This is an optimization exercise on Yosys and OpenROAD, whose aim is small area and a short achievable clock period, not a production implementation.
Only simulation tests tie the RTL to the original design; equivalence was not proved.
Power figures rest on the tool's default switching activity, not on a simulated workload.

==> design/flow/design.v <==
package bus_responder_pkg;
  localparam int BUS_DW = 32;
  localparam logic [7:0] ADDR_CYCLES    = 8'h40;
  localparam logic [7:0] ADDR_FIFO_PUSH = 8'h41;
  localparam logic [7:0] ADDR_STATUS    = 8'h42;
  localparam int ST_OVERFLOW = 31;
  localparam int ST_COLLIDE  = 30;
  localparam int ST_FULL     = 7;
  localparam int ST_EMPTY    = 6;
  localparam int ST_COUNT_LO = 0;
  localparam int ST_COUNT_W  = 5;
  typedef struct packed {
    logic [7:0]        addr;
    logic              rd;
    logic              wr;
    logic [BUS_DW-1:0] wdata;
  } bus_req_t;
  function automatic logic [BUS_DW-1:0] status_word(
    input logic                  overflow,
    input logic                  collide,
    input logic                  full,
    input logic                  empty,
    input logic [ST_COUNT_W-1:0] count
  );
    logic [BUS_DW-1:0] w;
    w = '0;
    w[ST_OVERFLOW] = overflow;
    w[ST_COLLIDE]  = collide;
    w[ST_FULL]     = full;
    w[ST_EMPTY]    = empty;
    w[ST_COUNT_LO +: ST_COUNT_W] = count;
    status_word = w;
  endfunction
endpackage
module sync_fifo #(
  parameter int DEPTH = 4,
  parameter int WIDTH = 32
) (
  input  logic             clk,
  input  logic             rst,
  input  logic             push,    
  input  logic             pop,     
  input  logic [WIDTH-1:0] wdata,
  output logic [WIDTH-1:0] rdata,   
  output logic [DEPTH-1:0] occ
);
  logic [WIDTH-1:0] mem [DEPTH];
  logic             do_push, do_pop;
  logic [DEPTH-1:0] wsel, nsel, hsel, occ_d;
  assign do_pop  = pop && occ[0];
  assign do_push = push && (!occ[DEPTH-1] || do_pop);
  assign rdata   = mem[0];
  logic             pop_n;
  logic [DEPTH-1:0] p0, p1, q1;
  assign pop_n = !(pop && occ[0]);
  always_comb begin
    for (int i = 0; i < DEPTH; i++) begin
      p0[i] = (i == 0 || occ[i-1]) && !occ[i];
      p1[i] = occ[i] && (i == DEPTH-1 || !occ[i+1]);
      q1[i] = occ[0] ? p1[i] : p0[i];
      wsel[i] = push && (pop ? q1[i] : p0[i]);
      nsel[i] = !pop_n && !(push && p1[i]);
      hsel[i] = pop_n && !(push && p0[i]);
    end
  end
  always_comb begin
    if (rst)                     occ_d = '0;
    else if (do_pop && !do_push) occ_d = {1'b0, occ[DEPTH-1:1]};
    else if (do_push && !do_pop) occ_d = {occ[DEPTH-2:0], 1'b1};
    else                         occ_d = occ;
  end
  bus_responder_dff #(.W(DEPTH)) u_occ (
    .clk (clk),
    .d   (occ_d),
    .q   (occ)
  );
  for (genvar i = 0; i < DEPTH; i++) begin : g_slot
    logic [WIDTH-1:0] d, nxt;
    if (i < DEPTH-1) begin : g_mid
      assign nxt = mem[i+1];
      for (genvar b = 0; b < WIDTH; b++) begin : g_bit
        logic dn;
        bus_responder_aoi3 u_aoi (
          .a0 (wsel[i]), .b0 (wdata[b]),
          .a1 (nsel[i]), .b1 (nxt[b]),
          .a2 (hsel[i]), .b2 (mem[i][b]),
          .y  (dn)
        );
        assign d[b] = !dn;
      end
    end else begin : g_last
      assign nxt = '0;
      assign d   = do_push ? wdata : mem[i];
    end
    bus_responder_dff #(.W(WIDTH)) u_slot (
      .clk (clk),
      .d   (d),
      .q   (mem[i])
    );
  end
endmodule
module bus_responder_dff #(
  parameter int W = 1
) (
  input  logic         clk,
  input  logic [W-1:0] d,
  output logic [W-1:0] q
);
  always_ff @(posedge clk) q <= d;
endmodule
module bus_responder_aoi3 (
  input  logic a0, b0, a1, b1, a2, b2,
  output logic y
);
  assign y = !((a0 && b0) || (a1 && b1) || (a2 && b2));
endmodule
module bus_responder #(
  parameter int RAM_WORDS  = 64,
  parameter int FIFO_DEPTH = 4,
  parameter int DATA_W     = 32
) (
  input  logic              CLK,
  input  logic              RST,
  input  logic [7:0]        addr,
  input  logic              rd,
  input  logic              wr,
  input  logic [DATA_W-1:0] wdata,
  output logic [DATA_W-1:0] rdata,
  output logic [DATA_W-1:0] out_data,
  output logic              out_valid,
  input  logic              out_ready
);
  localparam int AW = $clog2(RAM_WORDS);
  logic cyc_hit, stat_hit;
  assign cyc_hit  = (addr == bus_responder_pkg::ADDR_CYCLES);
  assign stat_hit = (addr == bus_responder_pkg::ADDR_STATUS);
  logic [DATA_W-1:0] ram [RAM_WORDS];
  logic [DATA_W-1:0] cycles;
  logic              overflow, collide;
  logic                  fifo_push;
  logic [FIFO_DEPTH-1:0] occ;
  logic                  fifo_full, fifo_empty;
  logic [4:0]            fifo_count;
  assign out_valid  = occ[0];
  assign fifo_full  = occ[FIFO_DEPTH-1];
  assign fifo_empty = !occ[0];
  assign fifo_count = {2'b00, occ[3], occ[1] && !occ[3], (occ[0] && !occ[1]) || (occ[2] && !occ[3])};
  sync_fifo #(.DEPTH(FIFO_DEPTH), .WIDTH(DATA_W)) u_fifo (
    .clk   (CLK),
    .rst   (RST),
    .push  (fifo_push),
    .pop   (out_ready),
    .wdata (wdata),
    .rdata (out_data),
    .occ   (occ)
  );
  logic [RAM_WORDS-1:0] sel_ram, ram_we;
  logic              sel_cyc, sel_stat, sel_hold;
  logic [DATA_W-1:0] status, rdata_d;
  assign status = bus_responder_pkg::status_word(overflow, collide, fifo_full, fifo_empty, fifo_count);
  bus_responder_dec u_dec (
    .addr     (addr),
    .rd       (rd),
    .wr       (wr),
    .rst      (RST),
    .sel_ram  (sel_ram),
    .ram_we   (ram_we),
    .sel_cyc  (sel_cyc),
    .sel_stat (sel_stat),
    .sel_hold (sel_hold),
    .push_req (fifo_push)
  );
  logic [RAM_WORDS*DATA_W-1:0] ram_flat;
  always_comb
    for (int i = 0; i < RAM_WORDS; i++) ram_flat[i*DATA_W +: DATA_W] = ram[i];
  bus_responder_rdmux #(.WORDS(RAM_WORDS), .W(DATA_W)) u_rdmux (
    .sel_ram  (sel_ram),
    .sel_cyc  (sel_cyc),
    .sel_hold (sel_hold),
    .sel_stat (sel_stat),
    .ram      (ram_flat),
    .cycles   (cycles),
    .hold     (rdata),
    .status   (status),
    .y        (rdata_d)
  );
  bus_responder_dff #(.W(DATA_W)) u_rdata (
    .clk (CLK),
    .d   (rdata_d),
    .q   (rdata)
  );
  always_ff @(posedge CLK) begin
    for (int i = 0; i < RAM_WORDS; i++)
      if (ram_we[i]) ram[i] <= wdata;
  end
  always_ff @(posedge CLK) begin
    if (RST)                cycles <= '0;
    else if (wr && cyc_hit) cycles <= wdata;
    else                    cycles <= cycles + DATA_W'(1);
  end
  always_ff @(posedge CLK) begin
    if (RST) begin
      overflow <= 1'b0;
      collide  <= 1'b0;
    end else begin
      if (wr && stat_hit && wdata[0]) begin
        overflow <= 1'b0;
        collide  <= 1'b0;
      end
      if (fifo_push && fifo_full && !(out_ready && occ[0])) overflow <= 1'b1;
      if (rd && wr) collide <= 1'b1;
    end
  end
endmodule
module bus_responder_rdmux #(
  parameter int WORDS = 64,
  parameter int W     = 32
) (
  input  logic [WORDS-1:0] sel_ram,
  input  logic             sel_cyc,
  input  logic             sel_hold,
  input  logic             sel_stat,
  input  logic [WORDS*W-1:0] ram,   
  input  logic [W-1:0]     cycles,
  input  logic [W-1:0]     hold,
  input  logic [W-1:0]     status,
  output logic [W-1:0]     y
);
  localparam int          N       = WORDS + 2;   
  localparam int          G       = N / 3;
  localparam logic [31:0] ST_BITS = 32'hC000_00C7;
  logic [N-1:0] sel;
  assign sel = {sel_hold, sel_cyc, sel_ram};
  for (genvar b = 0; b < W; b++) begin : g_bit
    logic [N-1:0] d;
    logic [G-1:0] grp_n;
    for (genvar i = 0; i < WORDS; i++) begin : g_d
      assign d[i] = ram[i*W + b];
    end
    assign d[WORDS]   = cycles[b];
    assign d[WORDS+1] = hold[b];
    for (genvar g = 0; g < G; g++) begin : g_grp
      bus_responder_aoi3 u_aoi (
        .a0 (sel[3*g]),   .b0 (d[3*g]),
        .a1 (sel[3*g+1]), .b1 (d[3*g+1]),
        .a2 (sel[3*g+2]), .b2 (d[3*g+2]),
        .y  (grp_n[g])
      );
    end
    logic        st_n;
    logic [5:0]  lv1;
    logic [2:0]  lv2_n;
    if (ST_BITS[b]) begin : g_st
      assign st_n = !(sel_stat && status[b]);
    end else begin : g_nost
      assign st_n = 1'b1;
    end
    for (genvar k = 0; k < 4; k++) begin : g_lv1
      bus_responder_nand4 u_n (.a(grp_n[4*k]), .b(grp_n[4*k+1]), .c(grp_n[4*k+2]), .d(grp_n[4*k+3]), .y(lv1[k]));
    end
    if (ST_BITS[b]) begin : g_tail_st
      bus_responder_nand4 u_n4 (.a(grp_n[16]), .b(grp_n[17]), .c(grp_n[18]), .d(grp_n[19]), .y(lv1[4]));
      bus_responder_nand3 u_n5 (.a(grp_n[20]), .b(grp_n[21]), .c(st_n), .y(lv1[5]));
    end else begin : g_tail
      bus_responder_nand3 u_n4 (.a(grp_n[16]), .b(grp_n[17]), .c(grp_n[18]), .y(lv1[4]));
      bus_responder_nand3 u_n5 (.a(grp_n[19]), .b(grp_n[20]), .c(grp_n[21]), .y(lv1[5]));
    end
    for (genvar k = 0; k < 3; k++) begin : g_lv2
      bus_responder_nor2 u_n (.a(lv1[2*k]), .b(lv1[2*k+1]), .y(lv2_n[k]));
    end
    bus_responder_nand3 u_out (.a(lv2_n[0]), .b(lv2_n[1]), .c(lv2_n[2]), .y(y[b]));
  end
endmodule
module bus_responder_nand4 (input logic a, b, c, d, output logic y);
  assign y = !(a && b && c && d);
endmodule
module bus_responder_nand3 (input logic a, b, c, output logic y);
  assign y = !(a && b && c);
endmodule
module bus_responder_nor2 (input logic a, b, output logic y);
  assign y = !(a || b);
endmodule
module bus_responder_dec (
  input  logic [7:0]  addr,
  input  logic        rd,
  input  logic        wr,
  input  logic        rst,
  output logic [63:0] sel_ram,
  output logic [63:0] ram_we,
  output logic        sel_cyc,
  output logic        sel_stat,
  output logic        sel_hold,
  output logic        push_req
);
  logic [7:0] an;
  logic       wrn, rstn;
  logic       hi0, hi1, z54, z32;
  logic       rvr_n, wvr_n, rdv_n, ctl_n, lo00_n, lo01_n, lo10_n;
  logic [7:0] col_n;
  logic [7:0] lit [2];   
  for (genvar k = 0; k < 8; k++) begin : g_inv
    bus_responder_inv u_i (.a(addr[k]), .y(an[k]));
    assign lit[1][k] = addr[k];
    assign lit[0][k] = an[k];
  end
  bus_responder_inv u_iw (.a(wr),  .y(wrn));
  bus_responder_inv u_ir (.a(rst), .y(rstn));
  bus_responder_nor2  u_hi0 (.a(addr[7]), .b(addr[6]), .y(hi0));   
  bus_responder_nor2  u_hi1 (.a(addr[7]), .b(an[6]),   .y(hi1));   
  bus_responder_nor2  u_z54 (.a(addr[5]), .b(addr[4]), .y(z54));
  bus_responder_nor2  u_z32 (.a(addr[3]), .b(addr[2]), .y(z32));
  bus_responder_nand4 u_rvr (.a(rd), .b(wrn), .c(rstn), .d(hi0), .y(rvr_n));
  bus_responder_nand3 u_wvr (.a(wr), .b(rstn), .c(hi0), .y(wvr_n));
  bus_responder_nand3 u_rdv (.a(rd), .b(wrn), .c(rstn), .y(rdv_n));
  bus_responder_nand3 u_ctl (.a(hi1), .b(z54), .c(z32), .y(ctl_n));   
  bus_responder_nand2 u_l00 (.a(an[1]),   .b(an[0]),   .y(lo00_n));
  bus_responder_nand2 u_l01 (.a(an[1]),   .b(addr[0]), .y(lo01_n));
  bus_responder_nand2 u_l10 (.a(addr[1]), .b(an[0]),   .y(lo10_n));
  logic       rvx, wvx;
  logic [7:0] rowr_n, roww_n;
  bus_responder_inv u_rvx (.a(rvr_n), .y(rvx));
  bus_responder_inv u_wvx (.a(wvr_n), .y(wvx));
  for (genvar k = 0; k < 8; k++) begin : g_pre
    bus_responder_nand4 u_rowr (.a(rvx), .b(lit[(k>>2)&1][5]), .c(lit[(k>>1)&1][4]), .d(lit[k&1][3]), .y(rowr_n[k]));
    bus_responder_nand4 u_roww (.a(wvx), .b(lit[(k>>2)&1][5]), .c(lit[(k>>1)&1][4]), .d(lit[k&1][3]), .y(roww_n[k]));
    bus_responder_nand3 u_col  (.a(lit[(k>>2)&1][2]), .b(lit[(k>>1)&1][1]), .c(lit[k&1][0]), .y(col_n[k]));
  end
  for (genvar i = 0; i < 64; i++) begin : g_sel
    bus_responder_nor2 u_s (.a(rowr_n[i/8]), .b(col_n[i%8]), .y(sel_ram[i]));
    bus_responder_nor2 u_w (.a(roww_n[i/8]), .b(col_n[i%8]), .y(ram_we[i]));
  end
  bus_responder_nor3 u_scyc  (.a(rdv_n), .b(ctl_n), .c(lo00_n), .y(sel_cyc));
  bus_responder_nor3 u_sstat (.a(rdv_n), .b(ctl_n), .c(lo10_n), .y(sel_stat));
  bus_responder_nor3 u_push  (.a(wrn),   .b(ctl_n), .c(lo01_n), .y(push_req));
  bus_responder_nor2 u_hold  (.a(rd),    .b(rst),   .y(sel_hold));
endmodule
module bus_responder_inv (input logic a, output logic y);
  assign y = !a;
endmodule
module bus_responder_nand2 (input logic a, b, output logic y);
  assign y = !(a && b);
endmodule
module bus_responder_nor3 (input logic a, b, c, output logic y);
  assign y = !(a || b || c);
endmodule
==> design/flow/flow/run.sh <==
#!/bin/bash
# The standard layout, with two changes to how it is made: the port buffers are plain
# buffers (buf_4) rather than the delay cells buffer_ports picks by default, and timing repair
# may swap a cell for one of another footprint (so it can still resize those buffers).
# make's full output goes to flow.log here; ORFS keeps each step's log under orfs/logs/.
set -euo pipefail
bash standard.sh MATCH_CELL_FOOTPRINT=0 "BUFFER_PORTS_ARGS=-buffer_cell sky130_fd_sc_hd__buf_4" finish > flow.log 2>&1
==> design/flow/standard.sh <==
#!/bin/bash
# synth_recipe.tcl (not shown) runs the flow's synth.tcl, then flattens the netlist and writes it again
# the make line also repeats each setting of config.mk as NAME=value (left out here)
make -C /OpenROAD-flow-scripts/flow DESIGN_CONFIG=/design/flow/config.mk WORK_HOME=/design/flow/orfs CLKGATE_MAP_FILE= SYNTH_SCRIPT=/design/flow/synth_recipe.tcl "${@:-finish}"
==> design/flow/config.mk <==
export PLATFORM = sky130hd
export DESIGN_NAME = bus_responder
export DESIGN_NICKNAME = bus_responder
export VERILOG_FILES = /design/flow/design.v
export SDC_FILE = /design/flow/constraint.sdc
export NUM_CORES = 4
export LEC_CHECK = 0
export CAP_MARGIN = 10
export CORE_MARGIN = 2
export CORE_UTILIZATION = 52
export CTS_CLUSTER_DIAMETER = 100
export CTS_CLUSTER_SIZE = 25
export SETUP_SLACK_MARGIN = 1.9
export SLEW_MARGIN = 10
export SYNTH_HIERARCHICAL = 1
export SYNTH_MINIMUM_KEEP_SIZE = 0
export TNS_END_PERCENT = 100
==> design/flow/constraint.sdc <==
create_clock -name core_clock -period 4.0 [get_ports {CLK}]
set_input_delay 0.8000 -clock core_clock [delete_from_list [all_inputs] [get_ports {CLK}]]
set_output_delay 0.8000 -clock core_clock [all_outputs]
set_load 0.01 [all_outputs]
==> results.toml, run 1 <==
[outcome]
outcome = "no timing/DRC/antenna violations"

[clock_network]
clkSlewWorstSetupHoldPaths_ns = 0.10
cts_tree = "yes"
clock-sinks = 2246
clk_latency_ns = 0.78
clock_path_buffers = 3
cts.htree.levels = 3
root_buffer = "clkbuf_16"
cts_buffers = 100

[timing]
tns_ns = 0
relSlewSlack = 0.3201
hold_ws_ns = 0.3064
period_minus_slack_ns = 2.716
setup_viol = 0
rsz0062_at_grt = "true"
hold_viol = 0
finalCritPeriodShare = 0.6790
fin_ws_ns = 1.284
skew_ns = 0.04325
timing.fmax_mhz = 368.2
maxSlewViolCount = 0
worst_slew_pin_slew_ns = 1.020

[detailed_routing]
num_vias = 48140
postRouteAntennaNets = 0
routed_wl_um = 250300
dr.pass1.iters = 13
vias_per_cell = 7.041
post_drt_wl_per_cell_um = 36.61
drc_errors = 0
first_iter_violations = 10190

[die]
start_util = 0.5222
die_w_um = 391.4
die_h_um = 391.4
ios = 110
coreArea_um2 = 149400
die_area_um2 = 153200
rows = 142

[global_routing]
grt_max_degree = 70
overflow = 0
grt_pass1_wl_um = 339200
track_usage = 0.3164
antenna_found_initial = 3
grt_pass1_vias = 44160

[placed_design]
gp_congestion = 0.8542
dp_slack_ns = -0.02067
hpwl_um = 132500
portBuffers = 109
place_area_um2 = 84990

[power]
power.density_nw_per_um2 = 412.3
total_power_uw = 38400
leakage_uw = 0.03032
ir_drop_mv = 0.3350

[logic_synthesis]
netlist_area_um2 = 78030
syn-instance-count = 3914
syn_avg_cell_area_um2 = 19.94
yosysWarnings = 20
synth_nets = 3960

[setup_path]
cp-end-kind = "register"
crit_chain = "buf_12, clkinvlp_4, buf_6, nand3_4, buf_12, nor2_4, buf_12, buf_12, a222oi_1, nand4_1, nor2_4, nand3_2"
critPathKind = "input pin to register"
cp.arrival_ns = 3.36
cp_num_buf_inv = 6
slowest_stage = "nand4_1"
path_common_cell = "buf_12"
worstPathMaxFanout = 10
cp-start-kind = "input pin"
required_ns = 4.64
crit_family = "simple AND/OR/NAND/NOR gates"
slowest_delay_ns = 0.55

[layout]
final_common_cell = "edfxtp_1"
drive_gt1_frac = 0.2527
layout_common_cells = "edfxtp_1 (2048), a222oi_1 (800), buf_4 (468)"
nFillCells = 10500
nets = 4790
design_area_um2 = 93140
syn2layout_area_growth_pct = 19.36

[worst_hold_path]
hold_class = "input pin to register"

[run]
maxCapViolCount = 0
[area by class of cell]
class	count	area, µm²	area share
antenna	13	32.53	0.0003493
clock buffer	160	2791	0.02997
clock inverter	6	86.33	0.0009269
inverter	117	467.9	0.005024
multi-input combinational	1557	13950	0.1498
sequential	2246	65640	0.7047
tap	2016	2522	0.02708
timing repair buffer	722	7652	0.08216
[per-stage QoR]
step	instances	util
after detailed placement	6296	0.5688
after floorplan	3914	-
final	6837	0.6233
after global placement	6296	0.5688
after global routing	6824	0.6231
after CTS	6704	0.6126
[final timing paths]
check                                     endpoint  cells after the start                                  start  slack, ns
min reg2reg  u_fifo.g_slot[2].u_slot.q[24]$_DFF_P_                      2  u_fifo.g_slot[3].u_slot.q[24]$_DFF_P_       0.46
max reg2reg                   u_rdata.q[6]$_DFF_P_                      5                   ram[39][6]$_DFFE_PP_       1.95
min                           collide$_SDFFE_PP0P_                      3                                     wr       0.31
max                          u_rdata.q[23]$_DFF_P_                     12                                addr[0]       1.28
[metal layers]
| layer | track usage | vias to the layer above | routed length, µm |
|---|---|---|---|
| met5 | 0 | - | 0 |
| met2 | 0.4837 | 3297 | 114900 |
| met1 | 0.4478 | 25090 | 94480 |
| met3 | 0.06609 | 377 | 29820 |
| met4 | 0.1267 | 0 | 11170 |
| li1 | - | 19380 | - |
[report_power, final]
group          switching [µW]  leakage [µW]  internal [µW]
combinational             700       0.00890            215
clock                    6970       0.00138           4860
sequential               57.1        0.0200          25600
total                    7730        0.0303          30700
[timing repair]
action                     4_1_cts  5_1_grt
hold buffers                     0        0
gates cloned                    43        9
setup endpoints to repair      581      727
setup buffers                  199      111
pin swaps                      207      151
gates resized for setup        349      121
[state kept, by name (all words and copies together), names as in the netlist]
signal / count
u_rdata.q: 32
overflow: 1
u_fifo.u_occ.q: 4
cycles: 32
collide: 1
ram: 2048
u_fifo.g_slot.u_slot.q: 128
[worst register-to-register path, cell delays in order, from the launching register on]
cell and delay [ns]:
edfxtp_1 0.38, a222oi_1 0.45, nand4_1 0.58, nor2_2 0.31, buf_4 0.18, nand3_2 0.06
==> run 2, diff against run 1 <==
--- a/design/flow/config.mk
+++ b/design/flow/config.mk
@@ -10,7 +10,7 @@
 export CORE_UTILIZATION = 52
 export CTS_CLUSTER_DIAMETER = 100
 export CTS_CLUSTER_SIZE = 25
-export SETUP_SLACK_MARGIN = 1.9
+export SETUP_SLACK_MARGIN = 2.1
 export SLEW_MARGIN = 10
 export SYNTH_HIERARCHICAL = 1
 export SYNTH_MINIMUM_KEEP_SIZE = 0
==> run 2 against run 1 <==
  * Global-route usage grew 0.33 points
  * Total power is essentially flat
  * Register-to-register slack barely moved
  * Clock power barely moved
  * Combinational power up 1%
  * First-iteration DRC count up 4.7%
  * Clock skew decreased by 0.0016 ns
  * Critical path type unchanged
  * Fmax is 2.4% lower
  * Non-clock buffer count up 3
  * Count of clock-buffer cells in the layout is the same
  * Final cell count unchanged
  * Die area unchanged
==> results.toml, run 2 <==
[outcome]
outcome = "no timing/DRC/antenna violations"

[logic_synthesis]
syn-instance-count = 3914
netlist_area_um2 = 78030
yosysWarnings = 20
syn_avg_cell_area_um2 = 19.94
synth_nets = 3960

[detailed_routing]
dr.pass1.iters = 12
postRouteAntennaNets = 0
drc_errors = 0
vias_per_cell = 7.052
post_drt_wl_per_cell_um = 36.95
first_iter_violations = 10670
num_vias = 48220
routed_wl_um = 252600

[setup_path]
rr_worst_depth = 4
cp-start-kind = "input pin"
critPathKind = "input pin to register"
cp.arrival_ns = 3.44
worstPathMaxFanout = 11
required_ns = 4.66
cp-end-kind = "register"

[clock_network]
cts_tree = "yes"
clock-sinks = 2246
cts.htree.levels = 3
clk_latency_ns = 0.79
cts_buffers = 100
clock_path_buffers = 3
clkSlewWorstSetupHoldPaths_ns = 0.10
root_buffer = "clkbuf_16"
cts_hold_buf = 0

[layout]
nets = 4794
layout_common_cells = "edfxtp_1 (2048), a222oi_1 (800), buf_4 (392)"
largest_register_ffs = 2048
drive_gt1_frac = 0.2596
reg_top3 = "ram (2048), u_fifo.g_slot.u_slot.q (128)"
final_common_cell = "edfxtp_1"
largest-register = "ram"
syn2layout_area_growth_pct = 20.35
fin_util = 0.6285

[power]
ir_drop_mv = 0.3382
power.density_nw_per_um2 = 409.3
leakage_uw = 0.03047

[timing]
maxSlewViolCount = 0
relSlewSlack = 0.3096
rsz0062_at_grt = "true"
period_minus_slack_ns = 2.782
worst_slew_pin_slew_ns = 1.036
timing.fmax_mhz = 359.5
tns_ns = 0
skew_ns = 0.04168
finalCritPeriodShare = 0.6954
hold_viol = 0
setup_viol = 0

[die]
start_util = 0.5222
die_area_um2 = 153200
rows = 142
die_h_um = 391.4
ios = 110
die_w_um = 391.4
coreArea_um2 = 149400

[global_routing]
use_met2 = 0.4887
use_met1 = 0.4522
met3_usage = 0.06668
grt_pass1_vias = 44510
track_usage = 0.3197
grt_max_degree = 70
antenna_found_initial = 4
overflow = 0
grt_pass1_wl_um = 342500
busiest_layer = "met2"

[placed_design]
hpwl_um = 132500
portBuffers = 109
gp_congestion = 0.8542

[run]
maxCapViolCount = 0

[worst_hold_path]
hold_depth = 3
hold_class = "input pin to register"
[run 2: metal layers]
metal,vias up,part of all wire
met5,-,0
met4,0,0.047
met3,422,0.12
met2,3255,0.46
met1,25160,0.38
li1,19380,-
[run 2: cell type report]
type,instances,area (µm²)
multi-input combinational,1558,14020
fill,10370,55510
clock buffer,160,2791
timing repair buffer,725,8313
inverter,117,473.0
antenna,9,22.52
tap,2016,2522
sequential,2246,65680
clock inverter,6,86.33
[run 2: worst paths after layout]
kind	from	to	slack (ns)
hold / removal	wr	collide$_SDFFE_PP0P_	0.28
setup / recovery	addr[4]	u_rdata.q[23]$_DFF_P_	1.22
hold reg to reg	u_fifo.g_slot[3].u_slot.q[1]$_DFF_P_	u_fifo.g_slot[2].u_slot.q[1]$_DFF_P_	0.46
setup reg to reg	ram[39][23]$_DFFE_PP_	u_rdata.q[23]$_DFF_P_	1.94
[run 2: repair_timing]
item | CTS | global route
pin swaps | 258 | 168
cloned | 46 | 13
buffers inserted | 232 | 75
gates resized for setup | 474 | 196
hold endpoints to repair | 0 | 0
setup endpoints to repair | 1565 | 1720
[run 2: worst max-delay path, stage by stage]
cell        delay, ns
buf_8            0.15
clkinvlp_4       0.18
nand4_1          0.19
buf_12           0.19
nor2_4           0.07
buf_12           0.13
buf_12           0.14
a222oi_1         0.34
nand4_1          0.58
nor2_4           0.51
nand3_1          0.11
[run 2: power by group]
group / switching (µW) / total (µW) / internal [µW]
registers: 60.4 / 25700 / 25600
clock network: 6990 / 11900 / 4860
logic: 702 / 925 / 222
[run 2: per-stage QoR]
stage	std cells	total power [µW]	instance area, µm²	hold WS (ns)	worst slack, ns
after floorplan	3914	26300	78480	0.4273	1.060
after global placement	6296	26940	84990	0.4327	-0.001779
after detailed placement	6296	26970	84990	0.4420	-0.02067
after CTS	6740	38520	92330	0.2669	1.437
after global routing	6828	39310	93890	0.2873	1.363
final	6837	38430	93910	0.2797	1.218
==> run 3, diff against run 2 <==
--- a/design/flow/design.v
+++ b/design/flow/design.v
@@ -155,7 +155,7 @@
     .occ   (occ)
   );
   logic [RAM_WORDS-1:0] sel_ram, ram_we;
-  logic              sel_cyc, sel_stat, sel_hold;
+  logic              ram_rd, sel_cyc, sel_stat, sel_hold;
   logic [DATA_W-1:0] status, rdata_d;
   assign status = bus_responder_pkg::status_word(overflow, collide, fifo_full, fifo_empty, fifo_count);
   bus_responder_dec u_dec (
@@ -164,6 +164,7 @@
     .wr       (wr),
     .rst      (RST),
     .sel_ram  (sel_ram),
+    .ram_rd   (ram_rd),
     .ram_we   (ram_we),
     .sel_cyc  (sel_cyc),
     .sel_stat (sel_stat),
@@ -175,6 +176,7 @@
     for (int i = 0; i < RAM_WORDS; i++) ram_flat[i*DATA_W +: DATA_W] = ram[i];
   bus_responder_rdmux #(.WORDS(RAM_WORDS), .W(DATA_W)) u_rdmux (
     .sel_ram  (sel_ram),
+    .ram_rd   (ram_rd),
     .sel_cyc  (sel_cyc),
     .sel_hold (sel_hold),
     .sel_stat (sel_stat),
@@ -216,61 +218,70 @@
   parameter int WORDS = 64,
   parameter int W     = 32
 ) (
-  input  logic [WORDS-1:0] sel_ram,
-  input  logic             sel_cyc,
-  input  logic             sel_hold,
-  input  logic             sel_stat,
+  input  logic [WORDS-1:0]   sel_ram,
+  input  logic               ram_rd,
+  input  logic               sel_cyc,
+  input  logic               sel_hold,
+  input  logic               sel_stat,
   input  logic [WORDS*W-1:0] ram,   
-  input  logic [W-1:0]     cycles,
-  input  logic [W-1:0]     hold,
-  input  logic [W-1:0]     status,
-  output logic [W-1:0]     y
+  input  logic [W-1:0]       cycles,
+  input  logic [W-1:0]       hold,
+  input  logic [W-1:0]       status,
+  output logic [W-1:0]       y
 );
-  localparam int          N       = WORDS + 2;   
-  localparam int          G       = N / 3;
+  localparam int          G       = WORDS / 3;   
   localparam logic [31:0] ST_BITS = 32'hC000_00C7;
-  logic [N-1:0] sel;
-  assign sel = {sel_hold, sel_cyc, sel_ram};
   for (genvar b = 0; b < W; b++) begin : g_bit
-    logic [N-1:0] d;
-    logic [G-1:0] grp_n;
+    logic [WORDS-1:0] d;
+    logic [G:0]       grp_n;
+    logic [5:0]       lv1;
+    logic [2:0]       lv2_n;
+    logic             word, word_n, other_n;
     for (genvar i = 0; i < WORDS; i++) begin : g_d
       assign d[i] = ram[i*W + b];
     end
-    assign d[WORDS]   = cycles[b];
-    assign d[WORDS+1] = hold[b];
     for (genvar g = 0; g < G; g++) begin : g_grp
       bus_responder_aoi3 u_aoi (
-        .a0 (sel[3*g]),   .b0 (d[3*g]),
-        .a1 (sel[3*g+1]), .b1 (d[3*g+1]),
-        .a2 (sel[3*g+2]), .b2 (d[3*g+2]),
+        .a0 (sel_ram[3*g]),   .b0 (d[3*g]),
+        .a1 (sel_ram[3*g+1]), .b1 (d[3*g+1]),
+        .a2 (sel_ram[3*g+2]), .b2 (d[3*g+2]),
         .y  (grp_n[g])
       );
     end
-    logic        st_n;
-    logic [5:0]  lv1;
-    logic [2:0]  lv2_n;
-    if (ST_BITS[b]) begin : g_st
-      assign st_n = !(sel_stat && status[b]);
-    end else begin : g_nost
-      assign st_n = 1'b1;
-    end
+    bus_responder_nand2 u_last (.a(sel_ram[WORDS-1]), .b(d[WORDS-1]), .y(grp_n[G]));
     for (genvar k = 0; k < 4; k++) begin : g_lv1
       bus_responder_nand4 u_n (.a(grp_n[4*k]), .b(grp_n[4*k+1]), .c(grp_n[4*k+2]), .d(grp_n[4*k+3]), .y(lv1[k]));
     end
-    if (ST_BITS[b]) begin : g_tail_st
-      bus_responder_nand4 u_n4 (.a(grp_n[16]), .b(grp_n[17]), .c(grp_n[18]), .d(grp_n[19]), .y(lv1[4]));
-      bus_responder_nand3 u_n5 (.a(grp_n[20]), .b(grp_n[21]), .c(st_n), .y(lv1[5]));
-    end else begin : g_tail
-      bus_responder_nand3 u_n4 (.a(grp_n[16]), .b(grp_n[17]), .c(grp_n[18]), .y(lv1[4]));
-      bus_responder_nand3 u_n5 (.a(grp_n[19]), .b(grp_n[20]), .c(grp_n[21]), .y(lv1[5]));
-    end
+    bus_responder_nand3 u_n4 (.a(grp_n[16]), .b(grp_n[17]), .c(grp_n[18]), .y(lv1[4]));
+    bus_responder_nand3 u_n5 (.a(grp_n[19]), .b(grp_n[20]), .c(grp_n[21]), .y(lv1[5]));
     for (genvar k = 0; k < 3; k++) begin : g_lv2
       bus_responder_nor2 u_n (.a(lv1[2*k]), .b(lv1[2*k+1]), .y(lv2_n[k]));
     end
-    bus_responder_nand3 u_out (.a(lv2_n[0]), .b(lv2_n[1]), .c(lv2_n[2]), .y(y[b]));
+    bus_responder_nand3 u_word (.a(lv2_n[0]), .b(lv2_n[1]), .c(lv2_n[2]), .y(word));
+    bus_responder_nand2 u_q (.a(ram_rd), .b(word), .y(word_n));
+    if (ST_BITS[b]) begin : g_st
+      bus_responder_aoi3 u_oth (
+        .a0 (sel_cyc),  .b0 (cycles[b]),
+        .a1 (sel_hold), .b1 (hold[b]),
+        .a2 (sel_stat), .b2 (status[b]),
+        .y  (other_n)
+      );
+    end else begin : g_nost
+      bus_responder_aoi2 u_oth (
+        .a0 (sel_cyc),  .b0 (cycles[b]),
+        .a1 (sel_hold), .b1 (hold[b]),
+        .y  (other_n)
+      );
+    end
+    bus_responder_nand2 u_out (.a(word_n), .b(other_n), .y(y[b]));
   end
 endmodule
+module bus_responder_aoi2 (
+  input  logic a0, b0, a1, b1,
+  output logic y
+);
+  assign y = !((a0 && b0) || (a1 && b1));
+endmodule
 module bus_responder_nand4 (input logic a, b, c, d, output logic y);
   assign y = !(a && b && c && d);
 endmodule
@@ -286,6 +297,7 @@
   input  logic        wr,
   input  logic        rst,
   output logic [63:0] sel_ram,
+  output logic        ram_rd,
   output logic [63:0] ram_we,
   output logic        sel_cyc,
   output logic        sel_stat,
@@ -316,12 +328,12 @@
   bus_responder_nand2 u_l00 (.a(an[1]),   .b(an[0]),   .y(lo00_n));
   bus_responder_nand2 u_l01 (.a(an[1]),   .b(addr[0]), .y(lo01_n));
   bus_responder_nand2 u_l10 (.a(addr[1]), .b(an[0]),   .y(lo10_n));
-  logic       rvx, wvx;
+  logic       wvx;
   logic [7:0] rowr_n, roww_n;
-  bus_responder_inv u_rvx (.a(rvr_n), .y(rvx));
+  bus_responder_inv u_rvx (.a(rvr_n), .y(ram_rd));
   bus_responder_inv u_wvx (.a(wvr_n), .y(wvx));
   for (genvar k = 0; k < 8; k++) begin : g_pre
-    bus_responder_nand4 u_rowr (.a(rvx), .b(lit[(k>>2)&1][5]), .c(lit[(k>>1)&1][4]), .d(lit[k&1][3]), .y(rowr_n[k]));
+    bus_responder_nand3 u_rowr (.a(lit[(k>>2)&1][5]), .b(lit[(k>>1)&1][4]), .c(lit[k&1][3]), .y(rowr_n[k]));
     bus_responder_nand4 u_roww (.a(wvx), .b(lit[(k>>2)&1][5]), .c(lit[(k>>1)&1][4]), .d(lit[k&1][3]), .y(roww_n[k]));
     bus_responder_nand3 u_col  (.a(lit[(k>>2)&1][2]), .b(lit[(k>>1)&1][1]), .c(lit[k&1][0]), .y(col_n[k]));
   end
==> design/flow/flow/run.sh (replaced) <==
#!/bin/bash
# The standard layout, with two changes to how it is made: the port buffers are plain
# buffers (buf_2) rather than the delay cells buffer_ports picks by default, and timing repair
# may swap a cell for one of another footprint (so it can still resize those buffers).
# make's full output goes to flow.log here; ORFS keeps each step's log under orfs/logs/.
set -euo pipefail
bash standard.sh MATCH_CELL_FOOTPRINT=0 "BUFFER_PORTS_ARGS=-buffer_cell sky130_fd_sc_hd__buf_2" finish > flow.log 2>&1
--- a/design/flow/config.mk
+++ b/design/flow/config.mk
@@ -10,6 +10,7 @@
 export CORE_UTILIZATION = 52
 export CTS_CLUSTER_DIAMETER = 100
 export CTS_CLUSTER_SIZE = 25
+export PLACE_DENSITY = 0.75
 export SETUP_SLACK_MARGIN = 2.1
 export SLEW_MARGIN = 10
 export SYNTH_HIERARCHICAL = 1
==> run 3 against run 2 <==
  * Count of clock-buffer cells in the layout rose by 9
  * Hold slack better by 0.16 ns
  * Fmax shrank 6.1%
  * Worst setup slack got worse by 0.18 ns
  * Combinational power increased by 86%
  * Non-clock buffer count fell by 9
  * Critical path depth is 2 higher
  * Total power rose by 1.8%
  * Routed wire length is 3.7% higher
  * Critical path type unchanged
  * Largest power group unchanged
==> results.toml, run 3 <==
[die]
die_w_um = 392.3
die_area_um2 = 153900
rows = 142
start_util = 0.5235
coreArea_um2 = 149800
die_h_um = 392.3
ios = 110

[detailed_routing]
vias_per_cell = 7.391
post_drt_wl_per_cell_um = 37.91
drc_errors = 0
postRouteAntennaNets = 0
routed_wl_um = 262000
dr.pass1.iters = 13
first_iter_violations = 12770
num_vias = 51070

[timing]
hold_viol = 0
period_minus_slack_ns = 2.961
timing.fmax_mhz = 337.7
maxSlewViolCount = 0
worst_slew_pin_slew_ns = 1.426
fin_ws_ns = 1.039
skew_ns = 0.04335
relSlewSlack = 0.04932
finalCritPeriodShare = 0.7403
rsz0062_at_grt = "true"
setup_viol = 0
tns_ns = 0

[layout]
nets = 4859
largest-register = "ram"
layout_common_cells = "edfxtp_1 (2048), a222oi_1 (775), buf_4 (283)"
reg_top3 = "ram (2048), u_fifo.g_slot.u_slot.q (128)"
final_common_cell = "edfxtp_1"
stdcell_count = 6910
fin_util = 0.6318
syn2layout_area_growth_pct = 20.68
drive_gt1_frac = 0.2599
largest_register_ffs = 2048

[setup_path]
critPathKind = "input pin to register"
worstPathMaxFanout = 32
required_ns = 4.67
cp-end-kind = "register"
cp-start-kind = "input pin"
cp.arrival_ns = 3.63

[global_routing]
track_usage = 0.3183
antenna_found_initial = 18
grt_max_degree = 70
grt_pass1_vias = 46250
grt_pass1_wl_um = 345700
overflow = 0

[placed_design]
gp_congestion = 0.9503
portBuffers = 109
hpwl_um = 132500
dp.cells = 6365
dp_slack_ns = -0.1987

[logic_synthesis]
netlist_area_um2 = 78410
yosysWarnings = 20
syn_avg_cell_area_um2 = 19.59
synth_nets = 4049
syn-instance-count = 4003

[outcome]
outcome = "no timing/DRC/antenna violations"

[power]
leakage_uw = 0.03071
power.density_nw_per_um2 = 413.3
ir_drop_mv = 0.3985

[clock_network]
clkSlewWorstSetupHoldPaths_ns = 0.10
cts_buffers = 99
cts.htree.levels = 3
clk_latency_ns = 0.79
root_buffer = "clkbuf_16"
cts_tree = "yes"
clock-sinks = 2246
cts_hold_buf = 0
clock_path_buffers = 3

[worst_hold_path]
hold_class = "input pin to register"

[run]
maxCapViolCount = 0
## run 3: final cells by class
class | count | area (µm²)
Inverter | 117 | 467.9
Clock buffer | 169 | 2781
Timing Repair Buffer | 716 | 8768
Multi-Input combinational cell | 1633 | 14360
Sequential cell | 2246 | 65680
Clock inverter | 2 | 25.02
Tap cell | 2016 | 2522
Fill cell | 9514 | 55150
Antenna cell | 11 | 27.53
## run 3: path summary, 6_finish.rpt
path | to | cells after the start | slack, ns | from
setup / recovery | u_rdata.q[25]$_DFF_P_ | 13 | 1.04 | addr[4]
hold reg to reg | u_fifo.g_slot[2].u_slot.q[3]$_DFF_P_ | 2 | 0.47 | u_fifo.g_slot[3].u_slot.q[3]$_DFF_P_
setup reg to reg | u_rdata.q[25]$_DFF_P_ | 6 | 1.61 | ram[12][25]$_DFFE_PP_
hold / removal | u_fifo.u_occ.q[1]$_DFF_P_ | 3 | 0.44 | out_ready
## run 3: repair_timing
action / CTS / global route
buffers inserted: 208 / 77
gates cloned: 49 / 28
pin swaps: 304 / 238
setup endpoints to repair: 1343 / 1608
gates resized for setup: 585 / 164
## run 3: through the flow
stage                     power, µW  area [µm²]  hold WS, ns
final                         39110       94630       0.4429
after detailed placement      27460       84710       0.4411
after CTS                     38730       92730       0.4187
after global placement        27430       84710       0.4322
after floorplan               26520       78880       0.4273
after global routing          39740       94600       0.4342
## run 3: critical path, stage by stage
cell	delay [ns]
buf_8	0.09
clkinvlp_4	0.17
buf_6	0.18
nand3_4	0.14
buf_4	0.15
nor2_2	0.04
buf_12	0.17
a222oi_1	0.55
nand4_1	0.67
nor2_2	0.33
nand3_2	0.12
nand2_1	0.11
nand2_1	0.07
## run 3: per-layer routing
metal,wire [µm],global-route usage,share of wire,vias up
met4,17050,0.1424,0.065,20
met3,47600,0.1210,0.18,975
li1,-,-,-,19540
met2,114200,0.4728,0.44,5404
met1,82720,0.4180,0.32,25130
met5,386,0.007018,0.0015,-
## run 3: power by group
group          total [µW]  internal (µW)  switching, µW
combinational        1720            478           1240
sequential          25600          25600           58.4
clock               11700           4780           6960
total               39100          30900           8260

==> afterwards: timing with drivers on the ports <==
How much do the figures lean on ideal ports? The routed layouts below were timed once more, with nothing changed but the port constraints.
Step 1, drivers: a clkbuf_16 drives CLK and a buf_2 each remaining input, both assumed.
Step 2, shift: input delay + t, output delay - t, t = (earliest + latest rising clock arrival at the registers) / 2. This alone moves slack from input paths to output paths.
Slacks: ideal / step 1 / step 2; pairs: ideal / step 1.
run	shift t [ns]	setup slack, ns	slew at the worst register clock pin (ns)	worst data-port slew with drivers (ns)
run 1	0.842	1.284 / 1.310 / 0.468	0.10 / 0.10	0.06
run 2	0.855	1.218 / 1.255 / 0.400	0.11 / 0.11	0.06
run 3	0.867	1.039 / 0.931 / 0.064	0.11 / 0.11	0.21
After both steps setup and hold are still met in every run listed. The setup slack of run 3, which loses most, moves by -0.108 ns with the drivers and by -0.975 ns with both steps.
